This design comes from an exercise in tuning for small area on the open sky130 flow, not from production work.
In this exercise RTL edits were held to simulation tests only and were not proved equivalent to the original.
Power and IR drop assume default switching activity.

Setup of 05-21:
// reg_file_ab
module reg_file_ab #(
  parameter int          DATA_W   = 32,
  parameter int          ADDR_W   = 5,
  parameter int unsigned SP_RESET = reg_file_ab_pkg::SP_RESET_DEFAULT
) (
  input  logic              clk,
  input  logic              reset,
  input  logic              reg_write,
  input  logic [ADDR_W-1:0] write_reg,
  input  logic [DATA_W-1:0] write_data,
  input  logic [ADDR_W-1:0] read_reg1,
  input  logic [ADDR_W-1:0] read_reg2,
  input  logic              load_ab,
  output logic [DATA_W-1:0] read_data1,
  output logic [DATA_W-1:0] read_data2,
  output logic [DATA_W-1:0] a_out,
  output logic [DATA_W-1:0] b_out
);
Settings: LEC_CHECK=0, ABC_AREA=1, CAP_MARGIN=20, CORE_MARGIN=2, CORE_UTILIZATION=50, SETUP_SLACK_MARGIN=0.2, SLEW_MARGIN=20, SYNTH_HIERARCHICAL=1; clock period 7.0 ns.
standard.sh (not shown) runs the stock make flow with config.mk's settings and CLKGATE_MAP_FILE= SYNTH_SCRIPT=/design/flow/synth_recipe.tcl, a recipe that flattens the netlist after the stock synthesis.
==> flow/flow/run.sh <==
#!/bin/bash
# Own flow: the standard ORFS layout with three changes, each step's output in
# its own log file in the work folder:
#  - synthesis maps logic with an area-oriented ABC script (synth.tcl,
#    area.abc); registers and their names are as in the standard synthesis;
#  - ports are buffered with the smallest buffer, buf_1;
#  - clock tree: clkbuf_16 over clusters of up to 28 sinks, with no
#    dummy loads.
set -euo pipefail
W=$(pwd)
F=$W/flow
export OWN_ABC_SCRIPT=$F/area.abc
# Same make command as standard.sh, with our synthesis script in place of synth_recipe.tcl.
sed "s#$W/synth_recipe.tcl#$F/synth.tcl#g" standard.sh > own_synth.sh
grep -q "$F/synth.tcl" own_synth.sh
bash own_synth.sh synth > synth.log 2>&1
# Floorplan to final layout, as standard.sh does it (synthesis is already up to date).
bash standard.sh \
  "BUFFER_PORTS_ARGS=-buffer_cell sky130_fd_sc_hd__buf_1" \
  "CTS_ARGS=-sink_clustering_enable -repair_clock_nets -dont_use_dummy_load -buf_list {sky130_fd_sc_hd__clkbuf_16} -sink_clustering_size 28 -sink_clustering_max_diameter 100" \
  finish > layout.log 2>&1
test -f out/final.def
==> flow/flow/area.abc <==
strash
dch
amap
topo
stime -c
==> flow/flow/synth.tcl <==
proc synth {args} { yosys synth -nofsm -noshare {*}$args }
proc abc {args} {
  set i [lsearch -exact $args -script]
  if { $i >= 0 } {
    lset args [expr {$i + 1}] $::env(OWN_ABC_SCRIPT)
  }
  yosys abc {*}$args
}
source $::env(SCRIPTS_DIR)/synth.tcl
foreach {mod from to} {
  rf_and3   sky130_fd_sc_hd__and3_1  sky130_fd_sc_hd__and3_2
  rf_and2   sky130_fd_sc_hd__and2_0  sky130_fd_sc_hd__and2_2
  rf_and2   sky130_fd_sc_hd__and2_1  sky130_fd_sc_hd__and2_2
  rf_nand2d sky130_fd_sc_hd__nand2_1 sky130_fd_sc_hd__nand2_2
} {
  yosys chtype -map $from $to $mod
}
# left out here: clear keep_hierarchy, flatten, clean up, hide names made inside functions, write 1_2_yosys.v
05-21: done, clean on timing, DRC and antenna
Edits applied to the flow inputs when going from 05-21 to 03-15:
--- a/flow/flow/run.sh
+++ b/flow/flow/run.sh
@@ -6,3 +6,3 @@
 #  - ports are buffered with the smallest buffer, buf_1;
-#  - clock tree: clkbuf_16 over clusters of up to 28 sinks, with no
+#  - clock tree: clkbuf_16 over clusters of up to 24 sinks, with no
 #    dummy loads.
@@ -19,3 +19,3 @@
   "BUFFER_PORTS_ARGS=-buffer_cell sky130_fd_sc_hd__buf_1" \
-  "CTS_ARGS=-sink_clustering_enable -repair_clock_nets -dont_use_dummy_load -buf_list {sky130_fd_sc_hd__clkbuf_16} -sink_clustering_size 28 -sink_clustering_max_diameter 100" \
+  "CTS_ARGS=-sink_clustering_enable -repair_clock_nets -dont_use_dummy_load -buf_list {sky130_fd_sc_hd__clkbuf_16} -sink_clustering_size 24 -sink_clustering_max_diameter 80" \
   finish > layout.log 2>&1
--- a/flow/config.mk
+++ b/flow/config.mk
@@ -10,3 +10,3 @@
 export CORE_MARGIN = 2
-export CORE_UTILIZATION = 50
+export CORE_UTILIZATION = 60
 export SETUP_SLACK_MARGIN = 0.2
==> comparison <==
- 03-15 vs. 05-21: clock network area share now sits higher; footprint of the multi-input gates stayed essentially flat; relative area change from synthesis to final layout went down by 0.86 points; global-route track usage on met1 went up by 2.6 points.
- Count of fill cells added during filler insertion is higher on 05-21
- read_data2[25] as the end point of the critical path was reported by 03-15, and read_data2[31] by 05-21.
- Clock edge transition at the registers on the reported setup and hold paths essentially unchanged between 03-15 and 05-21.
- Against 05-21, clock power in 03-15 rose by a few percent.
- Share of the cycle needed by the critical path after routing delta for 03-15 relative to 05-21: 2.9 points lower
- 03-15 does better than 05-21 on cell area.
- Across both runs, die area was lower for 03-15 than for 05-21.

port drivers added, routing unchanged:
Ports are ideal in the flow. The routed layouts listed here were re-timed in OpenROAD.
Step 1 sets driving cells, clkbuf_16 on the clock port and buf_2 on the other inputs (assumed; they add their load-dependent delay and slew).
Step 2 times the ports against the registers' clock, not the clock port: input delays grow and output delays shrink by t, the midpoint of the rising clock arrivals with the driver on.
Three values: ideal, step 1, step 2; two values: the first two.
| run | t (ns) | slack for setup (ns) | worst setup path at the end | worst slew at a driven data input, ns | cell pins on the clock port's net |
|---|---|---|---|---|---|
| 05-21 | 0.718 | 0.654 / 0.523 / 0.523 | input to output | 0.15 | 1 |
| 03-15 | 0.730 | 0.858 / 0.825 / 0.825 | input to output | 0.17 | 1 |
After both steps every run listed still meets setup and hold. The setup slack of 05-21, which loses most, moves by -0.131 ns with the drivers and by -0.131 ns with both steps.
